Source: an optimization exercise on an open RTL-to-GDS flow (aim: small area, a short achievable clock period and few clock cycles per item). Production flows keep margins and buffers that such runs may drop. At most, simulation tests tie the RTL to the original design; equivalence was not proved. Only the layout flow was run in run 4; the RTL was not checked for function there.

**flow/design.v**
```verilog
module alu_arbiter #(
    parameter int unsigned MUL_LAT = 3
) (
    input  logic        clk_i,
    input  logic        rst_i,
    input  logic        req0_valid_i,
    output logic        req0_ready_o,
    input  logic [2:0]  req0_op_i,
    input  logic [31:0] req0_src1_i,
    input  logic [31:0] req0_src2_i,
    input  logic        req1_valid_i,
    output logic        req1_ready_o,
    input  logic [2:0]  req1_op_i,
    input  logic [31:0] req1_src1_i,
    input  logic [31:0] req1_src2_i,
    output logic        rsp_valid_o,
    input  logic        rsp_ready_i,
    output logic        rsp_id_o,
    output logic [31:0] rsp_result_o,
    output logic        busy_o
);
    localparam int D_MUL = 0;    
    localparam int D_SUB = 1;    
    localparam int D_ARR = 2;    
    localparam int D_SUM = 3;    
    localparam int D_AND = 4;    
    localparam int D_XOR = 5;    
    localparam int D_SLL = 6;    
    localparam int D_SRA = 7;    
    function automatic logic [7:0] decode(input logic [2:0] op);
        logic [7:0] d;
        d[D_MUL] = (op == 3'b101);
        d[D_SUB] = (op == 3'b100);
        d[D_ARR] = (op == 3'b000) | (op == 3'b001) | (op == 3'b011) | (op == 3'b100) | (op == 3'b110);
        d[D_SUM] = (op == 3'b011) | (op == 3'b100) | (op == 3'b101) | (op == 3'b110);
        d[D_AND] = (op == 3'b000);
        d[D_XOR] = (op == 3'b001);
        d[D_SLL] = (op == 3'b010);
        d[D_SRA] = (op == 3'b111);
        decode = d;
    endfunction
    function automatic logic [11:0] booth(input logic [8:0] w);
        logic [11:0] b;
        for (int j = 0; j < 4; j++) begin
            b[j]     = w[2*j+1] ^ w[2*j];
            b[4 + j] = (w[2*j+2] & ~w[2*j+1] & ~w[2*j]) | (~w[2*j+2] & w[2*j+1] & w[2*j]);
            b[8 + j] = w[2*j+2] & ~(w[2*j+1] & w[2*j]);
        end
        booth = b;
    endfunction
    function automatic logic [11:0] first_digits(input logic [7:0] d, input logic [7:0] b);
        logic [11:0] r;
        r = booth({b, 1'b0}) & {12{d[D_MUL]}};
        r[0] = r[0] | d[D_ARR];
        first_digits = r;
    endfunction
    function automatic logic top_equal(input logic [24:0] x);
        top_equal = (x == 25'd0) | (x == {25{1'b1}});
    endfunction
    logic        last_grant_q;    
    logic        ex_valid_q;      
    logic        ex_first_q;      
    logic        ex_lastm_q;      
    logic [7:0]  ex_d_q;          
    logic [11:0] ex_bd_q;         
    logic        ex_id_q;
    logic [31:0] ex_a_q;          
    logic [31:0] ex_b_q;          
    logic        rsp_valid_q;
    logic        rsp_id_q;
    logic [31:0] rsp_res_q;
    logic        out_free;        
    logic        ex_adv;          
    logic        ex_last;         
    logic        ex_step;         
    logic        ex_done;
    logic        ex_free;         
    logic        grant;
    logic        accept;
    logic        ld0, ld1, hold;
    assign ex_last  = ~ex_d_q[D_MUL] | ex_lastm_q;
    assign out_free = ~rsp_valid_q | rsp_ready_i;
    assign ex_adv   = ex_valid_q & out_free;
    assign ex_done  = ex_adv & ex_last;
    assign ex_step  = ex_adv & ~ex_last;
    assign ex_free  = ~ex_valid_q | ex_done;
    assign grant  = req1_valid_i & (~req0_valid_i | ~last_grant_q);
    assign accept = (req0_valid_i | req1_valid_i) & ex_free;
    assign req0_ready_o = req0_valid_i & ~grant & ex_free;
    assign req1_ready_o = req1_valid_i &  grant & ex_free;
    assign ld0  = req0_ready_o;
    assign ld1  = req1_ready_o;
    assign hold = ~accept & ~ex_step;
    always_ff @(posedge clk_i or posedge rst_i) begin
        if (rst_i) begin
            last_grant_q <= 1'b1;
            ex_valid_q   <= 1'b0;
            rsp_valid_q  <= 1'b0;
        end else begin
            if (accept) last_grant_q <= grant;
            if (ex_free) ex_valid_q <= accept;
            rsp_valid_q <= ex_done | (rsp_valid_q & ~rsp_ready_i);
        end
    end
    logic [7:0]  d0, d1;
    logic [11:0] f0, f1, bn;
    assign d0 = decode(req0_op_i);
    assign d1 = decode(req1_op_i);
    assign f0 = first_digits(d0, req0_src2_i[7:0]);
    assign f1 = first_digits(d1, req1_src2_i[7:0]);
    assign bn = booth(ex_b_q[15:7]);
    always_ff @(posedge clk_i) begin
        ex_a_q  <= ({32{ld0}} & req0_src1_i) | ({32{ld1}} & req1_src1_i)
                 | ({32{hold}} & ex_a_q) | ({32{ex_step}} & {ex_a_q[23:0], 8'd0});
        ex_b_q  <= ({32{ld0}} & req0_src2_i) | ({32{ld1}} & req1_src2_i)
                 | ({32{hold}} & ex_b_q) | ({32{ex_step}} & {{8{ex_b_q[31]}}, ex_b_q[31:8]});
        ex_bd_q <= ({12{ld0}} & f0) | ({12{ld1}} & f1)
                 | ({12{hold}} & ex_bd_q) | ({12{ex_step}} & bn);
        ex_d_q  <= ({8{ld0}} & d0) | ({8{ld1}} & d1) | ({8{~accept}} & ex_d_q);
        ex_lastm_q <= (ld0 & top_equal(req0_src2_i[31:7])) | (ld1 & top_equal(req1_src2_i[31:7]))
                    | (hold & ex_lastm_q) | (ex_step & top_equal({{8{ex_b_q[31]}}, ex_b_q[31:15]}));
        ex_id_q    <= ld1 | (~accept & ex_id_q);
        ex_first_q <= accept | (hold & ex_first_q);
    end
    logic [3:0]  nb;
    logic [31:0] acc_t;
    logic [31:0] r0, r1, r2, r3;
    logic [31:0] row_a, row_b;
    logic [31:0] t_xor, t_and;
    logic [31:0] sum;
    logic [4:0]  sh;
    logic [31:0] sh_in;
    logic [31:0] sh_l1, sh_l2, sh_l3, sh_l4, sh_out;
    logic        fill;
    logic [31:0] s_sum, s_and, s_xor, s_sll, s_sra, s_hold;
    logic [3:0]  b_one, b_two, b_neg;
    assign b_one = ex_bd_q[3:0];
    assign b_two = ex_bd_q[7:4];
    assign b_neg = ex_bd_q[11:8];
    assign sh    = ex_b_q[4:0];
    always_comb begin
        for (int i = 0; i < 32; i++) begin
            r0[i] = ((b_one[0] & ex_a_q[i]) | (b_two[0] & (i >= 1 ? ex_a_q[i-1] : 1'b0))) ^ b_neg[0];
            r1[i] = i < 2 ? 1'b0 :
                    ((b_one[1] & ex_a_q[i-2]) | (b_two[1] & (i >= 3 ? ex_a_q[i-3] : 1'b0))) ^ b_neg[1];
            r2[i] = i < 4 ? 1'b0 :
                    ((b_one[2] & ex_a_q[i-4]) | (b_two[2] & (i >= 5 ? ex_a_q[i-5] : 1'b0))) ^ b_neg[2];
            r3[i] = i < 6 ? 1'b0 :
                    ((b_one[3] & ex_a_q[i-6]) | (b_two[3] & (i >= 7 ? ex_a_q[i-7] : 1'b0))) ^ b_neg[3];
        end
    end
    assign nb = {b_neg[3:1], b_neg[0] | ex_d_q[D_SUB]};
    assign acc_t = ({32{ex_d_q[D_MUL] & ~ex_first_q}} & rsp_res_q)
                 | ({32{ex_d_q[D_ARR]}} & (ex_b_q ^ {32{ex_d_q[D_SUB]}}));
    logic t0, t1, t2, t3, t4, t5, t6, t7, t8, t9, t10, t11, t12, t13, t14, t15, t16, t17, t18, t19, t20, t21, t22, t23, t24, t25, t26, t27, t28, t29, t30, t31, t32, t33, t34, t35, t36, t37, t38, t39, t40, t41, t42, t43, t44, t45, t46, t47, t48, t49, t50, t51, t52, t53, t54, t55, t56, t57, t58, t59, t60, t61, t62, t63, t64, t65, t66, t67, t68, t69, t70, t71, t72, t73, t74, t75, t76, t77, t78, t79, t80, t81, t82, t83, t84, t85, t86, t87, t88, t89, t90, t91, t92, t93, t94, t95, t96, t97, t98, t99, t100, t101, t102, t103, t104, t105, t106, t107, t108, t109, t110, t111, t112, t113, t114, t115, t116, t117, t118, t119, t120, t121, t122, t123, t124, t125, t126, t127, t128, t129, t130, t131, t132, t133, t134, t135, t136, t137, t138, t139, t140, t141, t142, t143, t144, t145, t146, t147, t148, t149, t150, t151, t152, t153, t154, t155, t156, t157, t158, t159, t160, t161, t162, t163, t164, t165, t166, t167, t168, t169, t170, t171, t172, t173, t174, t175, t176, t177, t178, t179, t180, t181, t182, t183, t184, t185, t186, t187, t188, t189, t190, t191, t192, t193, t194, t195, t196, t197, t198, t199, t200, t201, t202, t203, t204, t205, t206, t207, t208, t209, t210, t211, t212, t213, t214, t215, t216, t217, t218, t219, t220, t221, t222, t223, t224, t225, t226, t227, t228;
    assign t0 = acc_t[0] ^ nb[0];
    assign t1 = acc_t[0] & nb[0];
    assign t2 = acc_t[1] ^ r0[1];
    assign t3 = acc_t[1] & r0[1];
    assign t4 = acc_t[2] ^ r0[2] ^ r1[2];
    assign t5 = (acc_t[2] & r0[2]) | (acc_t[2] & r1[2]) | (r0[2] & r1[2]);
    assign t6 = nb[1] ^ t3;
    assign t7 = nb[1] & t3;
    assign t8 = acc_t[3] ^ r0[3] ^ r1[3];
    assign t9 = (acc_t[3] & r0[3]) | (acc_t[3] & r1[3]) | (r0[3] & r1[3]);
    assign t10 = t5 ^ t8;
    assign t11 = t5 & t8;
    assign t12 = acc_t[4] ^ r0[4] ^ r1[4];
    assign t13 = (acc_t[4] & r0[4]) | (acc_t[4] & r1[4]) | (r0[4] & r1[4]);
    assign t14 = nb[2] ^ r2[4] ^ t9;
    assign t15 = (nb[2] & r2[4]) | (nb[2] & t9) | (r2[4] & t9);
    assign t16 = t12 ^ t11;
    assign t17 = t12 & t11;
    assign t18 = acc_t[5] ^ r0[5] ^ r1[5];
    assign t19 = (acc_t[5] & r0[5]) | (acc_t[5] & r1[5]) | (r0[5] & r1[5]);
    assign t20 = r2[5] ^ t13 ^ t18;
    assign t21 = (r2[5] & t13) | (r2[5] & t18) | (t13 & t18);
    assign t22 = t15 ^ t20;
    assign t23 = t15 & t20;
    assign t24 = acc_t[6] ^ r0[6] ^ r1[6];
    assign t25 = (acc_t[6] & r0[6]) | (acc_t[6] & r1[6]) | (r0[6] & r1[6]);
    assign t26 = nb[3] ^ r2[6] ^ r3[6];
    assign t27 = (nb[3] & r2[6]) | (nb[3] & r3[6]) | (r2[6] & r3[6]);
    assign t28 = t19 ^ t24 ^ t26;
    assign t29 = (t19 & t24) | (t19 & t26) | (t24 & t26);
    assign t30 = t21 ^ t28;
    assign t31 = t21 & t28;
    assign t32 = acc_t[7] ^ r0[7] ^ r1[7];
    assign t33 = (acc_t[7] & r0[7]) | (acc_t[7] & r1[7]) | (r0[7] & r1[7]);
    assign t34 = r2[7] ^ r3[7] ^ t25;
    assign t35 = (r2[7] & r3[7]) | (r2[7] & t25) | (r3[7] & t25);
    assign t36 = t27 ^ t32 ^ t29;
    assign t37 = (t27 & t32) | (t27 & t29) | (t32 & t29);
    assign t38 = t34 ^ t31;
    assign t39 = t34 & t31;
    assign t40 = acc_t[8] ^ r0[8] ^ r1[8];
    assign t41 = (acc_t[8] & r0[8]) | (acc_t[8] & r1[8]) | (r0[8] & r1[8]);
    assign t42 = r2[8] ^ r3[8] ^ t33;
    assign t43 = (r2[8] & r3[8]) | (r2[8] & t33) | (r3[8] & t33);
    assign t44 = t40 ^ t35 ^ t42;
    assign t45 = (t40 & t35) | (t40 & t42) | (t35 & t42);
    assign t46 = t37 ^ t44;
    assign t47 = t37 & t44;
    assign t48 = acc_t[9] ^ r0[9] ^ r1[9];
    assign t49 = (acc_t[9] & r0[9]) | (acc_t[9] & r1[9]) | (r0[9] & r1[9]);
    assign t50 = r2[9] ^ r3[9] ^ t41;
    assign t51 = (r2[9] & r3[9]) | (r2[9] & t41) | (r3[9] & t41);
    assign t52 = t48 ^ t43 ^ t50;
    assign t53 = (t48 & t43) | (t48 & t50) | (t43 & t50);
    assign t54 = t45 ^ t52;
    assign t55 = t45 & t52;
    assign t56 = acc_t[10] ^ r0[10] ^ r1[10];
    assign t57 = (acc_t[10] & r0[10]) | (acc_t[10] & r1[10]) | (r0[10] & r1[10]);
    assign t58 = r2[10] ^ r3[10] ^ t49;
    assign t59 = (r2[10] & r3[10]) | (r2[10] & t49) | (r3[10] & t49);
    assign t60 = t56 ^ t51 ^ t58;
    assign t61 = (t56 & t51) | (t56 & t58) | (t51 & t58);
    assign t62 = t53 ^ t60;
    assign t63 = t53 & t60;
    assign t64 = acc_t[11] ^ r0[11] ^ r1[11];
    assign t65 = (acc_t[11] & r0[11]) | (acc_t[11] & r1[11]) | (r0[11] & r1[11]);
    assign t66 = r2[11] ^ r3[11] ^ t57;
    assign t67 = (r2[11] & r3[11]) | (r2[11] & t57) | (r3[11] & t57);
    assign t68 = t64 ^ t59 ^ t66;
    assign t69 = (t64 & t59) | (t64 & t66) | (t59 & t66);
    assign t70 = t61 ^ t68;
    assign t71 = t61 & t68;
    assign t72 = acc_t[12] ^ r0[12] ^ r1[12];
    assign t73 = (acc_t[12] & r0[12]) | (acc_t[12] & r1[12]) | (r0[12] & r1[12]);
    assign t74 = r2[12] ^ r3[12] ^ t65;
    assign t75 = (r2[12] & r3[12]) | (r2[12] & t65) | (r3[12] & t65);
    assign t76 = t72 ^ t67 ^ t74;
    assign t77 = (t72 & t67) | (t72 & t74) | (t67 & t74);
    assign t78 = t69 ^ t76;
    assign t79 = t69 & t76;
    assign t80 = acc_t[13] ^ r0[13] ^ r1[13];
    assign t81 = (acc_t[13] & r0[13]) | (acc_t[13] & r1[13]) | (r0[13] & r1[13]);
    assign t82 = r2[13] ^ r3[13] ^ t73;
    assign t83 = (r2[13] & r3[13]) | (r2[13] & t73) | (r3[13] & t73);
    assign t84 = t80 ^ t75 ^ t82;
    assign t85 = (t80 & t75) | (t80 & t82) | (t75 & t82);
    assign t86 = t77 ^ t84;
    assign t87 = t77 & t84;
    assign t88 = acc_t[14] ^ r0[14] ^ r1[14];
    assign t89 = (acc_t[14] & r0[14]) | (acc_t[14] & r1[14]) | (r0[14] & r1[14]);
    assign t90 = r2[14] ^ r3[14] ^ t81;
    assign t91 = (r2[14] & r3[14]) | (r2[14] & t81) | (r3[14] & t81);
    assign t92 = t88 ^ t83 ^ t90;
    assign t93 = (t88 & t83) | (t88 & t90) | (t83 & t90);
    assign t94 = t85 ^ t92;
    assign t95 = t85 & t92;
    assign t96 = acc_t[15] ^ r0[15] ^ r1[15];
    assign t97 = (acc_t[15] & r0[15]) | (acc_t[15] & r1[15]) | (r0[15] & r1[15]);
    assign t98 = r2[15] ^ r3[15] ^ t89;
    assign t99 = (r2[15] & r3[15]) | (r2[15] & t89) | (r3[15] & t89);
    assign t100 = t96 ^ t91 ^ t98;
    assign t101 = (t96 & t91) | (t96 & t98) | (t91 & t98);
    assign t102 = t93 ^ t100;
    assign t103 = t93 & t100;
    assign t104 = acc_t[16] ^ r0[16] ^ r1[16];
    assign t105 = (acc_t[16] & r0[16]) | (acc_t[16] & r1[16]) | (r0[16] & r1[16]);
    assign t106 = r2[16] ^ r3[16] ^ t97;
    assign t107 = (r2[16] & r3[16]) | (r2[16] & t97) | (r3[16] & t97);
    assign t108 = t104 ^ t99 ^ t106;
    assign t109 = (t104 & t99) | (t104 & t106) | (t99 & t106);
    assign t110 = t101 ^ t108;
    assign t111 = t101 & t108;
    assign t112 = acc_t[17] ^ r0[17] ^ r1[17];
    assign t113 = (acc_t[17] & r0[17]) | (acc_t[17] & r1[17]) | (r0[17] & r1[17]);
    assign t114 = r2[17] ^ r3[17] ^ t105;
    assign t115 = (r2[17] & r3[17]) | (r2[17] & t105) | (r3[17] & t105);
    assign t116 = t112 ^ t107 ^ t114;
    assign t117 = (t112 & t107) | (t112 & t114) | (t107 & t114);
    assign t118 = t109 ^ t116;
    assign t119 = t109 & t116;
    assign t120 = acc_t[18] ^ r0[18] ^ r1[18];
    assign t121 = (acc_t[18] & r0[18]) | (acc_t[18] & r1[18]) | (r0[18] & r1[18]);
    assign t122 = r2[18] ^ r3[18] ^ t113;
    assign t123 = (r2[18] & r3[18]) | (r2[18] & t113) | (r3[18] & t113);
    assign t124 = t120 ^ t115 ^ t122;
    assign t125 = (t120 & t115) | (t120 & t122) | (t115 & t122);
    assign t126 = t117 ^ t124;
    assign t127 = t117 & t124;
    assign t128 = acc_t[19] ^ r0[19] ^ r1[19];
    assign t129 = (acc_t[19] & r0[19]) | (acc_t[19] & r1[19]) | (r0[19] & r1[19]);
    assign t130 = r2[19] ^ r3[19] ^ t121;
    assign t131 = (r2[19] & r3[19]) | (r2[19] & t121) | (r3[19] & t121);
    assign t132 = t128 ^ t123 ^ t130;
    assign t133 = (t128 & t123) | (t128 & t130) | (t123 & t130);
    assign t134 = t125 ^ t132;
    assign t135 = t125 & t132;
    assign t136 = acc_t[20] ^ r0[20] ^ r1[20];
    assign t137 = (acc_t[20] & r0[20]) | (acc_t[20] & r1[20]) | (r0[20] & r1[20]);
    assign t138 = r2[20] ^ r3[20] ^ t129;
    assign t139 = (r2[20] & r3[20]) | (r2[20] & t129) | (r3[20] & t129);
    assign t140 = t136 ^ t131 ^ t138;
    assign t141 = (t136 & t131) | (t136 & t138) | (t131 & t138);
    assign t142 = t133 ^ t140;
    assign t143 = t133 & t140;
    assign t144 = acc_t[21] ^ r0[21] ^ r1[21];
    assign t145 = (acc_t[21] & r0[21]) | (acc_t[21] & r1[21]) | (r0[21] & r1[21]);
    assign t146 = r2[21] ^ r3[21] ^ t137;
    assign t147 = (r2[21] & r3[21]) | (r2[21] & t137) | (r3[21] & t137);
    assign t148 = t144 ^ t139 ^ t146;
    assign t149 = (t144 & t139) | (t144 & t146) | (t139 & t146);
    assign t150 = t141 ^ t148;
    assign t151 = t141 & t148;
    assign t152 = acc_t[22] ^ r0[22] ^ r1[22];
    assign t153 = (acc_t[22] & r0[22]) | (acc_t[22] & r1[22]) | (r0[22] & r1[22]);
    assign t154 = r2[22] ^ r3[22] ^ t145;
    assign t155 = (r2[22] & r3[22]) | (r2[22] & t145) | (r3[22] & t145);
    assign t156 = t152 ^ t147 ^ t154;
    assign t157 = (t152 & t147) | (t152 & t154) | (t147 & t154);
    assign t158 = t149 ^ t156;
    assign t159 = t149 & t156;
    assign t160 = acc_t[23] ^ r0[23] ^ r1[23];
    assign t161 = (acc_t[23] & r0[23]) | (acc_t[23] & r1[23]) | (r0[23] & r1[23]);
    assign t162 = r2[23] ^ r3[23] ^ t153;
    assign t163 = (r2[23] & r3[23]) | (r2[23] & t153) | (r3[23] & t153);
    assign t164 = t160 ^ t155 ^ t162;
    assign t165 = (t160 & t155) | (t160 & t162) | (t155 & t162);
    assign t166 = t157 ^ t164;
    assign t167 = t157 & t164;
    assign t168 = acc_t[24] ^ r0[24] ^ r1[24];
    assign t169 = (acc_t[24] & r0[24]) | (acc_t[24] & r1[24]) | (r0[24] & r1[24]);
    assign t170 = r2[24] ^ r3[24] ^ t161;
    assign t171 = (r2[24] & r3[24]) | (r2[24] & t161) | (r3[24] & t161);
    assign t172 = t168 ^ t163 ^ t170;
    assign t173 = (t168 & t163) | (t168 & t170) | (t163 & t170);
    assign t174 = t165 ^ t172;
    assign t175 = t165 & t172;
    assign t176 = acc_t[25] ^ r0[25] ^ r1[25];
    assign t177 = (acc_t[25] & r0[25]) | (acc_t[25] & r1[25]) | (r0[25] & r1[25]);
    assign t178 = r2[25] ^ r3[25] ^ t169;
    assign t179 = (r2[25] & r3[25]) | (r2[25] & t169) | (r3[25] & t169);
    assign t180 = t176 ^ t171 ^ t178;
    assign t181 = (t176 & t171) | (t176 & t178) | (t171 & t178);
    assign t182 = t173 ^ t180;
    assign t183 = t173 & t180;
    assign t184 = acc_t[26] ^ r0[26] ^ r1[26];
    assign t185 = (acc_t[26] & r0[26]) | (acc_t[26] & r1[26]) | (r0[26] & r1[26]);
    assign t186 = r2[26] ^ r3[26] ^ t177;
    assign t187 = (r2[26] & r3[26]) | (r2[26] & t177) | (r3[26] & t177);
    assign t188 = t184 ^ t179 ^ t186;
    assign t189 = (t184 & t179) | (t184 & t186) | (t179 & t186);
    assign t190 = t181 ^ t188;
    assign t191 = t181 & t188;
    assign t192 = acc_t[27] ^ r0[27] ^ r1[27];
    assign t193 = (acc_t[27] & r0[27]) | (acc_t[27] & r1[27]) | (r0[27] & r1[27]);
    assign t194 = r2[27] ^ r3[27] ^ t185;
    assign t195 = (r2[27] & r3[27]) | (r2[27] & t185) | (r3[27] & t185);
    assign t196 = t192 ^ t187 ^ t194;
    assign t197 = (t192 & t187) | (t192 & t194) | (t187 & t194);
    assign t198 = t189 ^ t196;
    assign t199 = t189 & t196;
    assign t200 = acc_t[28] ^ r0[28] ^ r1[28];
    assign t201 = (acc_t[28] & r0[28]) | (acc_t[28] & r1[28]) | (r0[28] & r1[28]);
    assign t202 = r2[28] ^ r3[28] ^ t193;
    assign t203 = (r2[28] & r3[28]) | (r2[28] & t193) | (r3[28] & t193);
    assign t204 = t200 ^ t195 ^ t202;
    assign t205 = (t200 & t195) | (t200 & t202) | (t195 & t202);
    assign t206 = t197 ^ t204;
    assign t207 = t197 & t204;
    assign t208 = acc_t[29] ^ r0[29] ^ r1[29];
    assign t209 = (acc_t[29] & r0[29]) | (acc_t[29] & r1[29]) | (r0[29] & r1[29]);
    assign t210 = r2[29] ^ r3[29] ^ t201;
    assign t211 = (r2[29] & r3[29]) | (r2[29] & t201) | (r3[29] & t201);
    assign t212 = t208 ^ t203 ^ t210;
    assign t213 = (t208 & t203) | (t208 & t210) | (t203 & t210);
    assign t214 = t205 ^ t212;
    assign t215 = t205 & t212;
    assign t216 = acc_t[30] ^ r0[30] ^ r1[30];
    assign t217 = (acc_t[30] & r0[30]) | (acc_t[30] & r1[30]) | (r0[30] & r1[30]);
    assign t218 = r2[30] ^ r3[30] ^ t209;
    assign t219 = (r2[30] & r3[30]) | (r2[30] & t209) | (r3[30] & t209);
    assign t220 = t216 ^ t211 ^ t218;
    assign t221 = (t216 & t211) | (t216 & t218) | (t211 & t218);
    assign t222 = t213 ^ t220;
    assign t223 = t213 & t220;
    assign t224 = acc_t[31] ^ r0[31] ^ r1[31];
    assign t225 = (acc_t[31] & r0[31]) | (acc_t[31] & r1[31]) | (r0[31] & r1[31]);
    assign t226 = r2[31] ^ r3[31] ^ t217;
    assign t227 = t224 ^ t219 ^ t226;
    assign t228 = t221 ^ t227;
    assign row_a = {t223, t215, t207, t199, t191, t183, t175, t167, t159, t151, t143, t135, t127, t119, t111, t103, t95, t87, t79, t71, t63, t55, t47, t39, t36, t23, t17, t14, t7, t4, t1, r0[0]};
    assign row_b = {t228, t222, t214, t206, t198, t190, t182, t174, t166, t158, t150, t142, t134, t126, t118, t110, t102, t94, t86, t78, t70, t62, t54, t46, t38, t30, t22, t16, t10, t6, t2, t0};
    assign t_xor = {t224, t216, t208, t200, t192, t184, t176, t168, t160, t152, t144, t136, t128, t120, t112, t104, t96, t88, t80, t72, t64, t56, t48, t40, t32, t24, t18, t12, t8, t4, t2, ex_a_q[0] ^ ex_b_q[0]};
    assign t_and = {t225, t217, t209, t201, t193, t185, t177, t169, t161, t153, t145, t137, t129, t121, t113, t105, t97, t89, t81, t73, t65, t57, t49, t41, t33, t25, t19, t13, t9, t5, t3, ex_a_q[0] & ex_b_q[0]};
    assign sum = row_a + row_b;
    always_comb begin
        for (int i = 0; i < 32; i++) begin
            sh_in[i] = ex_d_q[D_SLL] ? ex_a_q[31 - i] : ex_a_q[i];
        end
    end
    assign fill   = ex_d_q[D_SRA] & ex_a_q[31];
    assign sh_l1  = sh[0] ? {fill, sh_in[31:1]}           : sh_in;
    assign sh_l2  = sh[1] ? {{2{fill}}, sh_l1[31:2]}      : sh_l1;
    assign sh_l3  = sh[2] ? {{4{fill}}, sh_l2[31:4]}      : sh_l2;
    assign sh_l4  = sh[3] ? {{8{fill}}, sh_l3[31:8]}      : sh_l3;
    assign sh_out = sh[4] ? {{16{fill}}, sh_l4[31:16]}    : sh_l4;
    assign s_sum  = {32{ex_adv & ex_d_q[D_SUM]}};
    assign s_and  = {32{ex_adv & ex_d_q[D_AND]}};
    assign s_xor  = {32{ex_adv & ex_d_q[D_XOR]}};
    assign s_sll  = {32{ex_adv & ex_d_q[D_SLL]}};
    assign s_sra  = {32{ex_adv & ex_d_q[D_SRA]}};
    assign s_hold = {32{~ex_adv}};
    always_ff @(posedge clk_i) begin
        for (int i = 0; i < 32; i++) begin
            rsp_res_q[i] <= (s_sum[i] & sum[i]) | (s_and[i] & t_and[i]) | (s_xor[i] & t_xor[i])
                          | (s_sll[i] & sh_out[31 - i]) | (s_sra[i] & sh_out[i])
                          | (s_hold[i] & rsp_res_q[i]);
        end
        rsp_id_q <= (ex_adv & ex_id_q) | (~ex_adv & rsp_id_q);
    end
    assign rsp_valid_o  = rsp_valid_q;
    assign rsp_id_o     = rsp_id_q;
    assign rsp_result_o = rsp_res_q;
    assign busy_o       = ex_valid_q | rsp_valid_q;
endmodule
```
**flow/flow/run.sh**
```bash
#!/bin/bash
# Standard synthesis and layout; the port buffers are made from the smallest
# buffer cell (buffer_ports -buffer_cell) instead of the default choice.
# make's output goes to synth.log and layout.log; each ORFS step keeps its
# own log under orfs/logs.
set -euo pipefail
bash standard.sh synth > synth.log 2>&1
bash standard.sh "BUFFER_PORTS_ARGS=-buffer_cell sky130_fd_sc_hd__buf_1" finish > layout.log 2>&1
```
**flow/standard.sh**
```bash
#!/bin/bash
# synth_recipe.tcl (not shown) runs the flow's synth.tcl, then flattens the netlist and writes it again
# the make line also repeats each setting of config.mk as NAME=value (left out here)
make -C /OpenROAD-flow-scripts/flow DESIGN_CONFIG=/design/flow/config.mk WORK_HOME=/design/flow/orfs CLKGATE_MAP_FILE= SYNTH_SCRIPT=/design/flow/synth_recipe.tcl "${@:-finish}"
```
**flow/config.mk**
```make
export PLATFORM = sky130hd
export DESIGN_NAME = alu_arbiter
export DESIGN_NICKNAME = alu_arbiter
export VERILOG_FILES = /design/flow/design.v
export SDC_FILE = /design/flow/constraint.sdc
export NUM_CORES = 4
export LEC_CHECK = 0
export ABC_AREA = 1
export ABC_CLOCK_PERIOD_IN_PS = 6000
export CAP_MARGIN = 20
export CORE_MARGIN = 2
export CORE_UTILIZATION = 40
export SETUP_SLACK_MARGIN = 4.45
export SLEW_MARGIN = 20
```
**flow/constraint.sdc**
```tcl
create_clock -name core_clock -period 9.0 [get_ports {clk_i}]
set_input_delay 1.8000 -clock core_clock [delete_from_list [all_inputs] [get_ports {clk_i}]]
set_output_delay 1.8000 -clock core_clock [all_outputs]
set_load 0.01 [all_outputs]
```
==> flow_metrics.env, run 1 <==
export IMPL_die_h_um=202
export IMPL_syn_avg_cell_area_sq_um=6.60
export IMPL_synth_distinct_cells=54
export IMPL_ios=176
export IMPL_die_w_um=202
export IMPL_drt_pass1_iterations=8
export IMPL_path_max_fanout=3
export IMPL_grt_start_max_net_pins=71
export IMPL_finalInstanceArea_sq_um=18300
export IMPL_rsz0062_at_grt="true"
export IMPL_gp_congestion=1.00
export IMPL_grt_usage_pct=34.3
export IMPL_min_period_ns=4.51
export IMPL_skew_ns=0.0119
export IMPL_hold_violations=0
export IMPL_synth_compound_area_share_pct=17.5
export IMPL_hp_class="register to register"
export IMPL_start_util_pct=40.5
export IMPL_design_die_area_sq_um=40800
export IMPL_final_nets=2783
export IMPL_cts_tree="done"
export IMPL_synthMuxAreaShare_pct=0.0719
export IMPL_tightest_slew_ns=0.782
export IMPL_yosysTopAreaCellShare_pct=15.2
export IMPL_relSlewSlack_pct=47.7
export IMPL_ys_warnings_count=1
export IMPL_layout_drive_gt1_share_pct=10.5
export IMPL_maxSlewViolCount=0
export IMPL_synthToLayoutAreaGrowth_pct=16.7
export IMPL_netlist_instances=2375
export IMPL_clk_pin_slew_ns=0.07
export IMPL_dpl_cell_area_sq_um=16500
export IMPL_detailed_place_hpwl_mm=54.4
export IMPL_h_tree_depth=4
export IMPL_grt_first_pass_wirelength_mm=106
export IMPL_cap_viol_max_count=0
export IMPL_synth_top_family_by_area="simple AND/OR/NAND/NOR gates"
export IMPL_cts_inserted_buffers=17
export IMPL_synth_seq_cells=123
export IMPL_vias=18400
export IMPL_synth_area_sq_um=15700
export IMPL_antenna_cells=0
export IMPL_status="complete, no violations"
export IMPL_yosys_area_share_simple_pct=33.0
export IMPL_yosys_area_top_type="dfxtp_1"
export IMPL_antenna_found_initial=0
export IMPL_coreArea_sq_um=38600
export IMPL_synth_edf_count=1
export IMPL_ys_dominant_reg_cell="dfxtp_1"
export IMPL_overflow=0
export IMPL_wl_per_cell_um=23.7
export IMPL_final_setup_tns_ns=0
export IMPL_ys_seq_area_share_pct=15.9
export IMPL_clk_latency_ns=0.45
export IMPL_grt_pass1_vias=17100
export IMPL_synth_xor_area_share_pct=6.60
export IMPL_drtIter0Drc=2436
export IMPL_cts_buffer_depth=2
export IMPL_ant_nets=0
export IMPL_synthTopCellsByArea="dfxtp_1 (15%), nand2_1 (13%), nand3_1 (12%)"
export IMPL_drc=0
export IMPL_crit_arrival_ns=2.71
export IMPL_viasPerCell=6.09
export IMPL_cts_sinks=123
export IMPL_critPathLaunchType="input port"
export IMPL_cp_required_ns=7.20
export IMPL_synthArstFlopShare_pct=2.44
export IMPL_syn_num_nets=2668
export IMPL_crit_type="input port to output port"
export IMPL_port_buffers=175
export IMPL_cts_root_buf="clkbuf_16"
export IMPL_wl_mm=71.7
export IMPL_timing_fmax_ghz=0.222
export IMPL_setup_viol=0
export IMPL_row_count=72
export IMPL_period_share_pct=50.2
export IMPL_synth_fa_ha_area_share_pct=16.2
export IMPL_crit_path_end_kind="output port"
synth_stat cells, drive strengths merged (16+ instances only):
master / number
nand2: 546
nand3: 361
inv: 261
nor2: 140
o22ai: 126
dfxtp: 119
xor2: 115
fa: 81
o21ai: 78
ha: 73
buf: 71
a221oi: 63
clkbuf: 59
nand4: 59
a21oi: 48
a32o: 28
clkinv: 28
nor3: 20
nor4: 19
o2111ai: 16
worst paths after layout:
kind | from | endpoint | slack (ns) | cells past startpoint
min in group asynchronous | rst_i | rsp_valid_q | 1.18 | 2
worst max-delay path | rsp_ready_i | req0_ready_o | 4.49 | 9
worst min-delay path | ex_id_q | register | 0.44 | 0
worst min register to register | ex_id_q | register | 0.44 | 0
worst max register to register | ex_a_q[25] | rsp_res_q[30] | 4.57 | 17
max in group asynchronous | rst_i | last_grant_q | 7.61 | 2
stage by stage:
| step | utilization, % | hold slack (ns) | setup WS, ns | std cells |
|---|---|---|---|---|
| floorplan | - | 0.409 | 4.52 | 2375 |
| global placement | 42.8 | 0.421 | 3.30 | 2959 |
| detailed placement | 42.8 | 0.429 | 3.28 | 2959 |
| CTS | 45.6 | 0.440 | 4.40 | 3009 |
| global route | 47.3 | 0.450 | 4.42 | 3021 |
| finish | 47.3 | 0.440 | 4.49 | 3021 |
layout make-up:
| type | count | area, sq um |
|---|---|---|
| Fill cell | 3982 | 20400 |
| Multi-Input combinational cell | 1834 | 12200 |
| Sequential cell | 123 | 2500 |
| Inverter | 289 | 1190 |
| Timing Repair Buffer | 220 | 1130 |
| Tap cell | 518 | 648 |
| Clock buffer | 17 | 425 |
| Clock inverter | 15 | 185 |
| Timing Repair inverter | 5 | 42.5 |
flip-flops by register name, indices dropped and copies added, names as in the netlist, named ones only:
signal / count
ex_first_q: 1
rsp_valid_q: 1
rsp_res_q: 32
ex_lastm_q: 1
ex_id_q: 1
ex_d_q: 8
ex_a_q: 32
ex_b_q: 32
ex_valid_q: 1
ex_bd_q: 12
last_grant_q: 1
routing by layer:
metal	vias up	part of all wire, %	track usage, %
met5	-	0	0
li1	8422	-	-
met3	165	10	6.43
met4	0	5.2	16.3
met2	1171	42	51.3
met1	8632	43	47.5
worst max-delay path, cell delays in order:
cell and delay [ns]:
buf_1 0.09, inv_2 0.04, nand2_4 0.08, nand2_8 0.06, o21ai_4 0.27, buf_12 0.15
nand2_8 0.08, inv_16 0.07, buf_6 0.09
layout by cell type, fill, tap and decap left out, types with 28 or more instances in the layout:
| cell type | instances |
|---|---|
| nand3_1 | 358 |
| a221oi_1 | 60 |
| o22ai_1 | 126 |
| o21ai_0 | 68 |
| ha_4 | 32 |
| xor2_1 | 115 |
| ha_1 | 41 |
| nor2_1 | 120 |
| nand2_1 | 524 |
| buf_1 | 173 |
| dfxtp_1 | 111 |
| inv_1 | 240 |
| a21oi_1 | 33 |
| buf_4 | 33 |
| a32o_1 | 28 |
| nand4_1 | 59 |
| fa_1 | 80 |
logic make-up (layout without fill, tap and decap cells):
family | after synthesis | after routing
adders and majority gates | 154 | 154
and+or+nand+nor | 1165 | 1166
xor gates and xnor gates | 118 | 118
DFF | 123 | 123
muxes | 1 | 1
AOI/OAI and AO/OA | 395 | 395
buffers and inverters | 419 | 546
repair_timing:
action                     4_1_cts  5_1_grt
pin swaps                        5       23
hold buffers                     0        0
setup buffers                   11       11
resized for setup               82      121
cloned                           7        1
setup endpoints to repair       27       25
Testbench counts, summed over its fixed seeds: cycles 3,103, items 2,400.
==> run 2: changes to the inputs <==
--- a/flow/config.mk
+++ b/flow/config.mk
@@ -6,9 +6,9 @@
 export NUM_CORES = 4
 export LEC_CHECK = 0
 export ABC_AREA = 1
-export ABC_CLOCK_PERIOD_IN_PS = 6000
+export ABC_CLOCK_PERIOD_IN_PS = 4000
 export CAP_MARGIN = 20
 export CORE_MARGIN = 2
-export CORE_UTILIZATION = 40
+export CORE_UTILIZATION = 50
 export SETUP_SLACK_MARGIN = 4.45
 export SLEW_MARGIN = 20
==> run 2 against run 1 <==
First-iteration DRC count is 8.2% lower. Worst setup slack better by 0.018 ns. Fmax is 0.40% higher. Largest cell class unchanged. Highest routed layer unchanged.
==> flow_metrics.env, run 2 <==
export IMPL_syn_num_nets=2668
export IMPL_dpl_cell_area_sq_um=16400
export IMPL_start_util_pct=51.0
export IMPL_tightest_slew_ns=0.763
export IMPL_yosysTopAreaCellShare_pct=15.2
export IMPL_cts_buffer_depth=2
export IMPL_setup_viol=0
export IMPL_hold_violations=0
export IMPL_port_buffers=175
export IMPL_netlist_instances=2375
export IMPL_wl_mm=69.3
export IMPL_grt_pass1_vias=17300
export IMPL_ios=176
export IMPL_die_h_um=181
export IMPL_relSlewSlack_pct=49.1
export IMPL_cp_required_ns=7.20
export IMPL_layout_common_cells="nand2_1 (519), nand3_1 (358), inv_1 (241)"
export IMPL_synth_seq_cells=123
export IMPL_synth_most_common_cell="nand2_1"
export IMPL_synth_area_sq_um=15700
export IMPL_crit_path_end_kind="output port"
export IMPL_synthTopCellsByArea="dfxtp_1 (15%), nand2_1 (13%), nand3_1 (12%)"
export IMPL_crit_arrival_ns=2.70
export IMPL_ys_dominant_reg_cell="dfxtp_1"
export IMPL_skew_ns=0.0156
export IMPL_vias=18600
export IMPL_antenna_found_initial=0
export IMPL_yosys_area_top_type="dfxtp_1"
export IMPL_row_count=64
export IMPL_ant_nets=0
export IMPL_timing_fmax_ghz=0.222
export IMPL_synthArstFlopShare_pct=2.44
export IMPL_period_share_pct=50.0
export IMPL_routed_wl_met3_mm=8.36
export IMPL_viasPerCell=6.40
export IMPL_min_delay_path_depth=0
export IMPL_synthToLayoutAreaGrowth_pct=16.3
export IMPL_min_from="ex_id_q"
export IMPL_met2_length_mm=29.7
export IMPL_synth_distinct_cells=54
export IMPL_maxSlewViolCount=0
export IMPL_cts_tree="done"
export IMPL_coreArea_sq_um=30700
export IMPL_top_layer_used="met4"
export IMPL_drtIter0Drc=2237
export IMPL_place_ws_ns=3.31
export IMPL_drt_pass1_iterations=6
export IMPL_h_tree_depth=4
export IMPL_grt_usage_pct=41.2
export IMPL_biggestRegsByFlops="ex_a_q (32), ex_b_q (32), rsp_res_q (32)"
export IMPL_synth_xor_area_share_pct=6.60
export IMPL_wl_met1_mm=27.6
export IMPL_ys_warnings_count=1
export IMPL_synth_fa_ha_area_share_pct=16.2
export IMPL_wl_per_cell_um=23.9
export IMPL_drc=0
export IMPL_cts_root_buf="clkbuf_16"
export IMPL_cts_sinks=123
export IMPL_final_common_cell="nand2_1"
export IMPL_die_w_um=181
export IMPL_detailed_place_hpwl_mm=52.4
export IMPL_r2r_end="rsp_res_q[17]"
export IMPL_rrSetupSlack_ns=4.53
export IMPL_synthTopCellsByCount="nand2_1 (540), nand3_1 (361), inv_1 (250)"
export IMPL_synthMuxAreaShare_pct=0.0719
export IMPL_r2r_cells=22
export IMPL_synth_top_family_by_area="simple AND/OR/NAND/NOR gates"
export IMPL_cap_viol_max_count=0
export IMPL_gp_congestion=0.972
export IMPL_layout_drive_gt1_share_pct=11.4
export IMPL_grt_start_max_net_pins=71
export IMPL_overflow=0
export IMPL_clk_pin_slew_ns=0.06
export IMPL_syn_avg_cell_area_sq_um=6.60
export IMPL_cts_inserted_buffers=17
export IMPL_design_die_area_sq_um=32800
export IMPL_crit_type="input port to output port"
export IMPL_yosys_area_share_simple_pct=33.0
export IMPL_synth_edf_count=1
export IMPL_final_setup_tns_ns=0
export IMPL_r2r_start="ex_d_q[1]"
export IMPL_min_period_ns=4.50
export IMPL_ys_seq_area_share_pct=15.9
export IMPL_critPathLaunchType="input port"
export IMPL_final_nets=2786
export IMPL_grt_first_pass_wirelength_mm=103
export IMPL_hp_class="register to register"
export IMPL_rsz0062_at_grt="true"
export IMPL_finalInstanceArea_sq_um=18200
export IMPL_cts_hold_buf=0
export IMPL_antenna_cells=0
export IMPL_synth_compound_area_share_pct=17.5
export IMPL_clk_latency_ns=0.46
export IMPL_status="complete, no violations"
export IMPL_path_max_fanout=17
export IMPL_fin_ws_ns=4.50
-- run 2: cell counts after synthesis --
Identical to the previous run, type by type.
-- run 2: area by class of cell --
type | instances | area [sq um]
fill | 3040 | 12500
multi-input combinational | 1834 | 12200
sequential | 123 | 2510
inverter | 289 | 1190
timing repair buffer | 224 | 1150
tap | 396 | 495
clock buffer | 18 | 429
clock inverter | 14 | 184
timing repair inverter | 4 | 32.5
-- run 2: kinds of logic after synthesis --
family,count (synthesis)
flops,123
mux,1
compound gates,395
simple gates,1165
xor+xnor,118
buf+inv,419
fa+ha+maj,154
-- run 2: timing repair --
action	in CTS	in global routing
endpoints found under the setup margin	27	26
pin swaps	7	41
setup buffers	15	12
cloned	6	1
gates resized for setup	104	129
-- run 2: layer usage --
layer  vias up  track usage (%)
met5         -                0
met4         0             20.3
met3       186             9.41
met2      1266             62.7
met1      8702             55.0
li1       8408                -
-- run 2: how the worst max path moves through the flow --
stage                     start       endpoint
floorplan           rsp_ready_i   req0_ready_o
global placement    rsp_ready_i   req1_ready_o
detailed placement  rsp_ready_i   req1_ready_o
CTS                 rsp_ready_i   req1_ready_o
global route          ex_d_q[1]  rsp_res_q[17]
finish              rsp_ready_i   req1_ready_o
-- run 2: worst max-delay path: stages --
cell	delay [ns]
buf_1	0.07
inv_1	0.06
nand2_4	0.09
nand2_8	0.06
o21ai_4	0.23
nand2_8	0.11
inv_16	0.11
buf_1	0.15
-- run 2: through the flow --
stage / std cells / util [%] / hold slack [ns]
after floorplan: 2375 / - / 0.409
after global placement: 2836 / 53.3 / 0.419
after detailed placement: 2836 / 53.3 / 0.425
after CTS: 2889 / 56.9 / 0.442
after global routing: 2902 / 59.3 / 0.447
final: 2902 / 59.3 / 0.442
==> run 3: changes to the inputs <==
--- a/flow/config.mk
+++ b/flow/config.mk
@@ -9,6 +9,9 @@
 export ABC_CLOCK_PERIOD_IN_PS = 4000
 export CAP_MARGIN = 20
 export CORE_MARGIN = 2
-export CORE_UTILIZATION = 50
+export CORE_UTILIZATION = 40
+export CTS_BUF_LIST = sky130_fd_sc_hd__clkbuf_8
+export CTS_CLUSTER_DIAMETER = 100
+export CTS_CLUSTER_SIZE = 40
 export SETUP_SLACK_MARGIN = 4.45
 export SLEW_MARGIN = 20
==> run 3 against run 2 <==
Clock skew up 0.0081 ns. Global-route usage down 7.0 points. Cell count up 4.2%. Synthesized cell count unchanged. Still clean. Via count down 1.3%. Critical path depth down 2. Worst setup slack worse by 0.012 ns.
==> flow_metrics.env, run 3 <==
export IMPL_crit_path_end_kind="output port"
export IMPL_place_ws_ns=3.28
export IMPL_row_count=72
export IMPL_wl_mm=71.7
export IMPL_overflow=0
export IMPL_skew_ns=0.0237
export IMPL_crit_path_cell_trace="buf_1 > a21boi_2 > nor2_2 > nand2_8 > inv_16 > buf_2"
export IMPL_crit_path_max_incr_delay_ns=0.34
export IMPL_design_die_area_sq_um=40800
export IMPL_status="complete, no violations"
export IMPL_min_from="ex_id_q"
export IMPL_crit_arrival_ns=2.71
export IMPL_hold_violations=0
export IMPL_relSlewSlack_pct=49.1
export IMPL_dpl_cell_area_sq_um=16500
export IMPL_instances_no_fill=3025
export IMPL_grt_usage_pct=34.2
export IMPL_layout_common_cells="nand2_1 (524), nand3_1 (356), inv_1 (240)"
export IMPL_timing_fmax_ghz=0.222
export IMPL_met3_usage_pct=6.42
export IMPL_critPathLaunchType="input port"
export IMPL_wl_per_cell_um=23.7
export IMPL_cap_viol_max_count=0
export IMPL_cts_tree="done"
export IMPL_ys_dominant_reg_cell="dfxtp_1"
export IMPL_port_buffers=175
export IMPL_coreArea_sq_um=38600
export IMPL_grt_pass1_vias=17100
export IMPL_path_buf_inv=3
export IMPL_crit_cells=6
export IMPL_syn_num_nets=2668
export IMPL_start_util_pct=40.5
export IMPL_ant_nets=0
export IMPL_die_h_um=202
export IMPL_cts_inserted_buffers=17
export IMPL_layout_drive_gt1_share_pct=10.8
export IMPL_fillCellCount=4019
export IMPL_r2r_cells=21
export IMPL_path_max_fanout=3
export IMPL_crit_type="input port to output port"
export IMPL_vias=18300
export IMPL_fin_ws_ns=4.49
export IMPL_yosys_area_top_type="dfxtp_1"
export IMPL_final_nets=2787
export IMPL_drt_pass1_iterations=6
export IMPL_cts_root_buf="clkbuf_8"
export IMPL_finalInstanceArea_sq_um=18200
export IMPL_maxSlewViolCount=0
export IMPL_ys_seq_area_share_pct=15.9
export IMPL_hp_class="register to register"
export IMPL_clk_pin_slew_ns=0.10
export IMPL_ios=176
export IMPL_r2r_start="ex_d_q[1]"
export IMPL_yosysTopAreaCellShare_pct=15.2
export IMPL_setup_viol=0
export IMPL_biggestRegsByFlops="ex_a_q (32), ex_b_q (32), rsp_res_q (32)"
export IMPL_period_share_pct=50.1
export IMPL_h_tree_depth=4
export IMPL_cts_buffer_depth=2
export IMPL_cp_slowest_cell="a21boi_2"
export IMPL_antenna_found_initial=0
export IMPL_clk_latency_ns=0.49
export IMPL_synth_edf_count=1
export IMPL_synthArstFlopShare_pct=2.44
export IMPL_global_route_usage_met1_pct=47.5
export IMPL_min_delay_path_depth=0
export IMPL_synthTopCellsByArea="dfxtp_1 (15%), nand2_1 (13%), nand3_1 (12%)"
export IMPL_busiest_layer="met2"
export IMPL_ys_warnings_count=1
export IMPL_grt_first_pass_wirelength_mm=106
export IMPL_synthTopCellsByCount="nand2_1 (540), nand3_1 (361), inv_1 (250)"
export IMPL_min_period_ns=4.51
export IMPL_viasPerCell=6.06
export IMPL_startpoint="req1_valid_i"
export IMPL_synth_most_common_cell="nand2_1"
export IMPL_final_common_cell="nand2_1"
export IMPL_detailed_place_hpwl_mm=54.4
export IMPL_dp_cells=2959
export IMPL_synth_seq_cells=123
export IMPL_use_met2_pct=51.0
export IMPL_synth_distinct_cells=54
export IMPL_rsz0062_at_grt="true"
export IMPL_die_w_um=202
export IMPL_final_setup_tns_ns=0
export IMPL_synth_area_sq_um=15700
export IMPL_drtIter0Drc=2189
export IMPL_utilization_pct=47.0
export IMPL_gp_congestion=1.00
export IMPL_cp_required_ns=7.20
export IMPL_syn_avg_cell_area_sq_um=6.60
export IMPL_tightest_slew_ns=0.761
export IMPL_netlist_instances=2375
export IMPL_cts_sinks=123
export IMPL_grt_start_max_net_pins=71
export IMPL_antenna_cells=0
export IMPL_synthToLayoutAreaGrowth_pct=16.0
export IMPL_drc=0
export IMPL_cpLargestDelayFamily="compound AO/OA/AOI/OAI gates"
## run 3: area by class of cell
type | instances | area [sq um] | area share, %
Multi-Input combinational cell | 1834 | 12200 | 67.2
Sequential cell | 123 | 2510 | 13.8
Inverter | 289 | 1190 | 6.57
Timing Repair Buffer | 224 | 1160 | 6.37
Tap cell | 518 | 648 | 3.57
Clock buffer | 17 | 234 | 1.29
Clock inverter | 15 | 185 | 1.02
Timing Repair inverter | 5 | 42.5 | 0.234
## run 3: what timing repair did
action,4_1_cts,5_1_grt
hold buffers,0,0
gates resized for setup,89,119
pin swaps,6,23
setup endpoints to repair,27,25
gates cloned,7,1
setup buffers,11,15
## run 3: worst paths after layout
check / end / slack, ns
setup / recovery: req0_ready_o / 4.49
hold / removal: register / 0.45
setup reg to reg: rsp_res_q[20] / 4.59
hold reg to reg: register / 0.45
max in group asynchronous: last_grant_q / 7.66
min in group asynchronous: rsp_valid_q / 1.12
## run 3: logic make-up (layout without fill, tap and decap cells)
kind of cell	count (synthesis)	in the layout	synth area share [%]
AO/OA/AOI/OAI	395	395	17.5
adder cells (fa/ha/maj)	154	154	16.2
flip-flops	123	123	15.9
buffers and inverters	419	550	10.8
AND/OR/NAND/NOR	1165	1166	33.0
XOR/XNOR	118	118	6.60
multiplexers	1	1	0.0719
## run 3: through the flow
step	hold slack, ns
2_1_floorplan	0.409
3_3_place_gp	0.421
3_5_place_dp	0.429
4_1_cts	0.448
5_1_grt	0.458
6_report	0.450
## run 3: metal layers
metal  up-vias  part of all wire (%)
li1       8418                     -
met1      8602                    43
met2      1150                    42
met3       148                    10
met4         0                   5.2
met5         -                     0
## run 3: worst register-to-register path, stage by stage (launching register included)
cell	delay, ns
dfxtp_4	0.40
buf_12	0.15
clkinvlp_4	0.12
buf_4	0.15
nand2_1	0.07
a32o_1	0.15
inv_1	0.05
fa_1	0.36
inv_1	0.10
fa_1	0.45
fa_1	0.49
ha_1	0.35
ha_4	0.32
nand2_1	0.10
nor2_1	0.14
inv_1	0.11
nor2_2	0.14
nand3_1	0.15
nand3_1	0.11
nand2_1	0.05
nand3_1	0.13
nand4_1	0.16
==> run 4: changes to the inputs <==
--- a/flow/design.v
+++ b/flow/design.v
@@ -60,7 +60,7 @@
     logic        last_grant_q;    
     logic        ex_valid_q;      
     logic        ex_first_q;      
-    logic        ex_lastm_q;      
+    logic        ex_last_q;       
     logic [7:0]  ex_d_q;          
     logic [11:0] ex_bd_q;         
     logic        ex_id_q;
@@ -78,19 +78,22 @@
     logic        grant;
     logic        accept;
     logic        ld0, ld1, hold;
-    assign ex_last  = ~ex_d_q[D_MUL] | ex_lastm_q;
+    logic        free_now, free_rdy;
+    assign ex_last  = ex_last_q;
     assign out_free = ~rsp_valid_q | rsp_ready_i;
     assign ex_adv   = ex_valid_q & out_free;
     assign ex_done  = ex_adv & ex_last;
     assign ex_step  = ex_adv & ~ex_last;
-    assign ex_free  = ~ex_valid_q | ex_done;
+    assign free_now = ~ex_valid_q | (ex_last_q & ~rsp_valid_q);
+    assign free_rdy = ex_valid_q & ex_last_q;
+    assign ex_free  = free_now | (free_rdy & rsp_ready_i);
     assign grant  = req1_valid_i & (~req0_valid_i | ~last_grant_q);
     assign accept = (req0_valid_i | req1_valid_i) & ex_free;
     assign req0_ready_o = req0_valid_i & ~grant & ex_free;
     assign req1_ready_o = req1_valid_i &  grant & ex_free;
-    assign ld0  = req0_ready_o;
-    assign ld1  = req1_ready_o;
-    assign hold = ~accept & ~ex_step;
+    assign ld0  = ex_free & ~grant;
+    assign ld1  = ex_free & grant;
+    assign hold = ~ex_free & ~ex_step;
     always_ff @(posedge clk_i or posedge rst_i) begin
         if (rst_i) begin
             last_grant_q <= 1'b1;
@@ -116,11 +119,12 @@
                  | ({32{hold}} & ex_b_q) | ({32{ex_step}} & {{8{ex_b_q[31]}}, ex_b_q[31:8]});
         ex_bd_q <= ({12{ld0}} & f0) | ({12{ld1}} & f1)
                  | ({12{hold}} & ex_bd_q) | ({12{ex_step}} & bn);
-        ex_d_q  <= ({8{ld0}} & d0) | ({8{ld1}} & d1) | ({8{~accept}} & ex_d_q);
-        ex_lastm_q <= (ld0 & top_equal(req0_src2_i[31:7])) | (ld1 & top_equal(req1_src2_i[31:7]))
-                    | (hold & ex_lastm_q) | (ex_step & top_equal({{8{ex_b_q[31]}}, ex_b_q[31:15]}));
-        ex_id_q    <= ld1 | (~accept & ex_id_q);
-        ex_first_q <= accept | (hold & ex_first_q);
+        ex_d_q  <= ({8{ld0}} & d0) | ({8{ld1}} & d1) | ({8{~ex_free}} & ex_d_q);
+        ex_last_q  <= (ld0 & (~d0[D_MUL] | top_equal(req0_src2_i[31:7])))
+                    | (ld1 & (~d1[D_MUL] | top_equal(req1_src2_i[31:7])))
+                    | (hold & ex_last_q) | (ex_step & top_equal({{8{ex_b_q[31]}}, ex_b_q[31:15]}));
+        ex_id_q    <= ld1 | (~ex_free & ex_id_q);
+        ex_first_q <= ex_free | (hold & ex_first_q);
     end
     logic [3:0]  nb;
     logic [31:0] acc_t;
--- a/flow/config.mk
+++ b/flow/config.mk
@@ -10,8 +10,5 @@
 export CAP_MARGIN = 20
 export CORE_MARGIN = 2
 export CORE_UTILIZATION = 40
-export CTS_BUF_LIST = sky130_fd_sc_hd__clkbuf_8
-export CTS_CLUSTER_DIAMETER = 100
-export CTS_CLUSTER_SIZE = 40
 export SETUP_SLACK_MARGIN = 4.45
 export SLEW_MARGIN = 20
==> run 4 against run 3 <==
Wire length up 2.4%. Flip-flop and latch count is the same. Sequential share of layout area is 0.29 points lower. Die area up 1.5%. Hold slack improved by 0.015 ns. Count of clock-buffer cells in the layout up 2. Cell area grew 3.6%. Fmax increased by 1.0%. First-iteration DRC count rose by 11%. Utilization rose by 0.70 points.
==> flow_metrics.env, run 4 <==
export IMPL_status="complete, no violations"
export IMPL_relSlewSlack_pct=34.2
export IMPL_synthToLayoutAreaGrowth_pct=18.4
export IMPL_syn_num_nets=2670
export IMPL_setup_viol=0
export IMPL_synthArstFlopShare_pct=2.44
export IMPL_final_nets=2821
export IMPL_detailed_place_hpwl_mm=54.6
export IMPL_min_delay_path_depth=0
export IMPL_critPathLaunchType="register"
export IMPL_h_tree_depth=4
export IMPL_wl_mm=73.4
export IMPL_r2r_end="rsp_res_q[26]"
export IMPL_grt_start_max_net_pins=42
export IMPL_clk_latency_ns=0.46
export IMPL_rsz0062_at_grt="true"
export IMPL_hp_class="register to register"
export IMPL_vias=18800
export IMPL_final_common_cell="nand2_1"
export IMPL_ys_warnings_count=1
export IMPL_path_max_fanout=8
export IMPL_gp_congestion=1.08
export IMPL_drt_pass1_iterations=8
export IMPL_synth_distinct_cells=60
export IMPL_r2r_start="ex_bd_q[1]"
export IMPL_layout_drive_gt1_share_pct=14.7
export IMPL_wl_per_cell_um=23.9
export IMPL_hold_violations=0
export IMPL_final_setup_tns_ns=0
export IMPL_timing_fmax_ghz=0.224
export IMPL_die_w_um=203
export IMPL_synthTopCellsByArea="dfxtp_1 (15%), nand2_1 (14%), nand3_1 (11%)"
export IMPL_cts_tree="done"
export IMPL_fillCellCount=4101
export IMPL_cap_viol_max_count=0
export IMPL_drtIter0Drc=2429
export IMPL_rrSetupSlack_ns=4.54
export IMPL_ios=176
export IMPL_cts_sinks=123
export IMPL_clk_pin_slew_ns=0.06
export IMPL_biggestRegsByFlops="ex_a_q (32), ex_b_q (32), rsp_res_q (32)"
export IMPL_port_buffers=175
export IMPL_synth_seq_cells=123
export IMPL_cts_root_buf="clkbuf_16"
export IMPL_grt_first_pass_wirelength_mm=108
export IMPL_crit_type="register to register"
export IMPL_grt_usage_pct=34.7
export IMPL_r2r_cells=21
export IMPL_crit_path_end_kind="register"
export IMPL_antenna_cells=0
export IMPL_die_h_um=203
export IMPL_drc=0
export IMPL_syn_avg_cell_area_sq_um=6.69
export IMPL_design_die_area_sq_um=41400
export IMPL_cts_inserted_buffers=17
export IMPL_yosysTopAreaCellShare_pct=14.8
export IMPL_ant_nets=0
export IMPL_skew_ns=0.0198
export IMPL_maxSlewViolCount=0
export IMPL_ys_dominant_reg_cell="dfxtp_1"
export IMPL_yosys_area_top_type="dfxtp_1"
export IMPL_cts_hold_buf=0
export IMPL_path_buf_inv=6
export IMPL_hold_ws_ns=0.466
export IMPL_viasPerCell=6.13
export IMPL_coreArea_sq_um=39500
export IMPL_synth_area_sq_um=15900
export IMPL_critPathMostFrequentCell="nand2_1"
export IMPL_crit_path_cell_trace="buf_12 > clkinvlp_4 > buf_12 > o22ai_1 > xor2_1 > fa_1 > inv_1 > fa_1 > fa_1 > ha_4 > ha_4 > nand2_1 > inv_1 > nand2_1 > inv_1 > nand2_1 > o21bai_1 > nand3_1 > nand2_1 > nand3_1 > nand4_1"
export IMPL_layout_common_cells="nand2_1 (581), nand3_1 (336), inv_1 (229)"
export IMPL_period_share_pct=49.6
export IMPL_ys_seq_area_share_pct=15.7
export IMPL_cp_required_ns=9.32
export IMPL_synth_edf_count=2
export IMPL_min_period_ns=4.46
export IMPL_overflow=0
export IMPL_crit_arrival_ns=4.79
export IMPL_cpLargestDelayFamily="adder cells"
export IMPL_netlist_instances=2377
export IMPL_row_count=73
export IMPL_tightest_slew_ns=0.984
export IMPL_synthTopCellsByCount="nand2_1 (599), nand3_1 (338), inv_1 (248)"
export IMPL_antenna_found_initial=1
export IMPL_cp_slowest_cell="fa_1"
export IMPL_cts_buffer_depth=2
export IMPL_grt_pass1_vias=17600
export IMPL_start_util_pct=40.3
export IMPL_synth_most_common_cell="nand2_1"
export IMPL_crit_path_max_incr_delay_ns=0.57
[run 4: cell count changes in the layout (fill, tap and decap cells not counted), moves of 16 or more]
cell,before,now
nand2_1,524,581
nor2_1,120,69
a221oi_1,60,19
o21ai_0,68,29
buf_4,36,67
nand3_1,356,336
clkbuf_16,1,17
dfxtp_1,111,95
[run 4: worst max-delay path by stage]
stage / start / to / slack (ns) / cells past startpoint
2_1_floorplan: req1_valid_i / req1_ready_o / 4.64 / 6
4_1_cts: ex_d_q[1] / rsp_res_q[31] / 4.43 / 23
3_5_place_dp: ex_first_q / rsp_res_q[31] / 3.56 / 22
3_3_place_gp: ex_first_q / rsp_res_q[31] / 3.54 / 22
5_1_grt: ex_d_q[1] / rsp_res_q[31] / 4.33 / 22
6_report: ex_bd_q[1] / rsp_res_q[26] / 4.54 / 21
[run 4: stage by stage]
stage / util, % / worst slack, ns / area [sq um] / std cells
global placement: 42.3 / 3.54 / 16700 / 2966
floorplan: - / 4.64 / 15900 / 2377
detailed placement: 42.3 / 3.56 / 16700 / 2966
finish: 47.7 / 4.54 / 18800 / 3066
global route: 47.7 / 4.33 / 18800 / 3066
CTS: 45.7 / 4.43 / 18000 / 3052
[run 4: kinds of logic after synthesis]
family / Yosys count / synth area share [%]
AOI/OAI and AO/OA: 361 / 15.9
xor gates and xnor gates: 128 / 7.05
adders and majority gates: 154 / 15.9
buffers and inverters: 422 / 11.3
DFF: 123 / 15.7
muxes: 1 / 0.0708
and+or+nand+nor: 1188 / 34.0
[run 4: worst reg2reg max path, cell delays in order (launching register included)]
cell,delay [ns]
dfxtp_4,0.41
buf_12,0.12
clkinvlp_4,0.10
buf_12,0.16
o22ai_1,0.18
xor2_1,0.11
fa_1,0.46
inv_1,0.09
fa_1,0.43
fa_1,0.57
ha_4,0.24
ha_4,0.31
nand2_1,0.15
inv_1,0.09
nand2_1,0.14
inv_1,0.14
nand2_1,0.07
o21bai_1,0.19
nand3_1,0.11
nand2_1,0.05
nand3_1,0.13
nand4_1,0.10
[run 4: routing by layer]
layer | up-vias | track usage, % | wire length, um
met1 | 8805 | 45.8 | 29300
met5 | - | 0 | 15
li1 | 8453 | - | -
met3 | 244 | 8.23 | 8150
met2 | 1280 | 51.5 | 30800
met4 | 2 | 20.9 | 5040
[run 4: area by class of cell]
class | instances | area (sq um) | share of cell area [%]
Multi-Input combinational cell | 1836 | 12500 | 66.1
Sequential cell | 123 | 2540 | 13.5
Timing Repair Buffer | 249 | 1310 | 6.94
Inverter | 294 | 1240 | 6.58
Tap cell | 525 | 657 | 3.49
Clock buffer | 19 | 453 | 2.40
Clock inverter | 13 | 128 | 0.678
Timing Repair inverter | 7 | 52.6 | 0.279
[run 4: repair_timing]
action / 4_1_cts / 5_1_grt
endpoints found under the setup margin: 28 / 25
cloned: 12 / 0
buffers inserted: 42 / 14
gates resized for setup: 107 / 138
pin swaps: 5 / 38

[what the ideal ports hide]
In the flow no input, the clock included, has a driving cell. The finished layouts below were timed again as built, in two steps.
Step 1 assumes that a clkbuf_16 drives the clock port and a buf_2 every other input.
Step 2 moves the port delays by t, midway between the first and last clock arrival at a register: inputs arrive t later, outputs are due t later. That takes back most of the time a late clock gives input paths.
a / b / c = no drivers / after step 1 / after step 2; a / b = the first two.
run	t, ns	slack for setup (ns)	worst setup path at the end	clock arrival spread, ns	slew at the worst register clock pin (ns)
run 1	0.501	4.485 / 4.462 / 4.390	input to register	0.012 / 0.012	0.08 / 0.08
run 2	0.502	4.503 / 4.477 / 4.477	input to output	0.016 / 0.016	0.07 / 0.07
run 3	0.533	4.491 / 4.469 / 4.469	input to output	0.024 / 0.024	0.11 / 0.11
run 4	0.508	4.536 / 4.536 / 4.536	register to register	0.020 / 0.020	0.08 / 0.08
After both steps every run listed still meets setup and hold. For run 1, which loses most, drivers alone change the setup slack by -0.023 ns; drivers and shift together by -0.095 ns.
